Source: an optimization exercise on an open RTL-to-GDS flow (aim: small area). Production flows keep margins and buffers that such runs may drop. Only simulation tests tie the RTL to the original design; equivalence was not proved. Power and IR drop assume default switching activity.

## register_file
module register_file (
    input  logic               clk,
    input  logic               rst,
    input  mips_pkg::word_t    din,
    input  logic               writeBack,
    input  mips_pkg::reg_idx_t rd,
    input  mips_pkg::reg_idx_t rs,
    input  mips_pkg::reg_idx_t rt,
    output mips_pkg::word_t    regA,
    output mips_pkg::word_t    regB
);
==> flow/config.mk <==
export PLATFORM = sky130hd
export DESIGN_NAME = register_file
export DESIGN_NICKNAME = register_file
export VERILOG_FILES = /design/flow/design.v
export SDC_FILE = /design/flow/constraint.sdc
export NUM_CORES = 4
export LEC_CHECK = 0
export CAP_MARGIN = 10
export CORE_MARGIN = 2
export CORE_UTILIZATION = 55
export PLACE_DENSITY = 0.65
export SETUP_SLACK_MARGIN = 0.3
export SLEW_MARGIN = 10
export SYNTH_HIERARCHICAL = 1
==> flow/constraint.sdc <==
create_clock -name core_clock -period 6.5 [get_ports {clk}]
set_input_delay 1.3000 -clock core_clock [delete_from_list [all_inputs] [get_ports {clk}]]
set_output_delay 1.3000 -clock core_clock [all_outputs]
set_load 0.01 [all_outputs]
standard.sh (not shown) runs the stock make flow with config.mk's settings and CLKGATE_MAP_FILE= SYNTH_SCRIPT=/design/flow/synth_recipe.tcl, a recipe that flattens the netlist after the stock synthesis.
==> flow/flow/run.sh <==
#!/bin/bash
# The standard layout (standard.sh, unchanged synthesis and steps), with changes
# passed to ORFS through its own variables:
#  - port buffers use buf_2 instead of the buffer buffer_ports picks itself;
#  - clock tree synthesis inserts no dummy loads and clusters sinks into
#    larger groups driven by clkbuf_8;
#  - before global placement, flow/downsize.tcl starts the logic gates that
#    synthesis sized up at drive strength 1 (placement's repair still resizes
#    and buffers them, and repair_timing sizes critical ones back up).
# The run's full output goes to standard_flow.log in the work folder; ORFS keeps
# each tool's own log under orfs/logs/ (the sizing step's in 3_3_place_gp.log).
set -euo pipefail
export BUFFER_PORTS_ARGS="-buffer_cell sky130_fd_sc_hd__buf_2"
export CTS_ARGS="-sink_clustering_enable -repair_clock_nets -dont_use_dummy_load -sink_clustering_size 14 -sink_clustering_max_diameter 60 -buf_list sky130_fd_sc_hd__clkbuf_8"
export PRE_GLOBAL_PLACE_TCL="$(pwd)/flow/downsize.tcl"
bash standard.sh > standard_flow.log 2>&1
==> flow/flow/downsize.tcl <==
set n 0
foreach inst [[ord::get_db_block] getInsts] {
  set m [[$inst getMaster] getName]
  if {[regexp {^sky130_fd_sc_hd__((nor|nand|or|and|a|o)[0-9a-z]*)_(2|4)$} $m -> base]} {
    set to sky130_fd_sc_hd__${base}_1
    if {[llength [get_lib_cells $to]] == 0} continue
    replace_cell [get_cells [$inst getName]] $to
    incr n
  }
}
puts "downsize.tcl: resized $n instances to drive strength 1"
The starting point completed without violations.
Rerun with:
==> flow/run.sh (new file) <==
#!/bin/bash
# synth_recipe.tcl (not shown) runs the flow's synth.tcl, then flattens the netlist and writes it again
# the make line also repeats each setting of config.mk as NAME=value (left out here)
make -C /OpenROAD-flow-scripts/flow DESIGN_CONFIG=/design/flow/config.mk WORK_HOME=/design/flow/orfs CLKGATE_MAP_FILE= SYNTH_SCRIPT=/design/flow/synth_recipe.tcl finish
- SETUP_SLACK_MARGIN: 0.3 -> default
removed: flow/flow/run.sh
removed: flow/flow/downsize.tcl
removed: flow/standard.sh
Outcome:
- The new run completed, yet does not pass: setup timing
- worst setup slack gets worse by 0.47 ns
- non-clock buffer count increases by 160
- clock skew falls by 0.030 ns
- hold slack improves by 0.010 ns
- total power is higher by 25%
- first-iteration DRC count climbs by 11%
- core utilization rose by 7.4 points
- clock power climbs by 96%
- wire length stays flat
- maximum frequency goes down by 7.1%
Rerun with:
==> flow/flow/run.sh (new file) <==
#!/bin/bash
# The standard layout (standard.sh, unchanged synthesis and steps), with changes
# passed to ORFS through its own variables:
#  - port buffers use buf_2 instead of the buffer buffer_ports picks itself;
#  - clock tree synthesis inserts no dummy loads and clusters sinks into
#    larger groups driven by clkbuf_8;
#  - before global placement, flow/downsize.tcl starts the logic gates that
#    synthesis sized up at drive strength 1 (placement's repair still resizes
#    and buffers them, and repair_timing sizes critical ones back up).
# The run's full output goes to standard_flow.log in the work folder; ORFS keeps
# each tool's own log under orfs/logs/ (the sizing step's in 3_3_place_gp.log).
set -euo pipefail
export BUFFER_PORTS_ARGS="-buffer_cell sky130_fd_sc_hd__buf_2"
export CTS_ARGS="-sink_clustering_enable -repair_clock_nets -dont_use_dummy_load -sink_clustering_size 16 -sink_clustering_max_diameter 60 -buf_list sky130_fd_sc_hd__clkbuf_8"
export PRE_GLOBAL_PLACE_TCL="$(pwd)/flow/downsize.tcl"
bash standard.sh > standard_flow.log 2>&1
==> flow/flow/downsize.tcl (new file) <==
set n 0
foreach inst [[ord::get_db_block] getInsts] {
  set m [[$inst getMaster] getName]
  if {[regexp {^sky130_fd_sc_hd__((nor|nand|or|and|a|o)[0-9a-z]*)_(2|4)$} $m -> base]} {
    set to sky130_fd_sc_hd__${base}_1
    if {[llength [get_lib_cells $to]] == 0} continue
    replace_cell [get_cells [$inst getName]] $to
    incr n
  }
}
puts "downsize.tcl: resized $n instances to drive strength 1"
==> flow/standard.sh (new file) <==
#!/bin/bash
# synth_recipe.tcl (not shown) runs the flow's synth.tcl, then flattens the netlist and writes it again
# the make line also repeats each setting of config.mk as NAME=value (left out here)
make -C /OpenROAD-flow-scripts/flow DESIGN_CONFIG=/design/flow/config.mk WORK_HOME=/design/flow/orfs CLKGATE_MAP_FILE= SYNTH_SCRIPT=/design/flow/synth_recipe.tcl "${@:-finish}"
- SETUP_SLACK_MARGIN: default -> 0.3
removed: flow/run.sh
After rerunning: The new run finished clean. Count of clock-buffer cells in the layout goes down by 73. Die area does not change. Total power falls by 21%. Cell area came out lower by 11%.

==> re-timing with driven ports <==
The results above use ideal ports. As a check the final layouts listed here were re-extracted and re-timed, cells and wires unchanged.
Step 1 sets driving cells, clkbuf_16 on the clock port and buf_2 on the other inputs (assumed; they add their load-dependent delay and slew).
Step 2 times the ports against the registers' clock, not the clock port: input delays grow and output delays shrink by t, the midpoint of the rising clock arrivals with the driver on.
Three values: ideal ports, drivers, drivers and shift; two values: the first two.
run | t, ns | setup WS [ns] | cell pins on the clock port's net
the first run | 0.769 | 0.358 / 0.248 / 0.248 | 1
the second run | 0.735 | -0.111 / -0.134 / -0.134 | 1
the third run | 0.770 | 0.422 / 0.331 / 0.331 | 1
For the first run, which loses most, drivers alone change the setup slack by -0.110 ns; drivers and shift together by -0.110 ns.
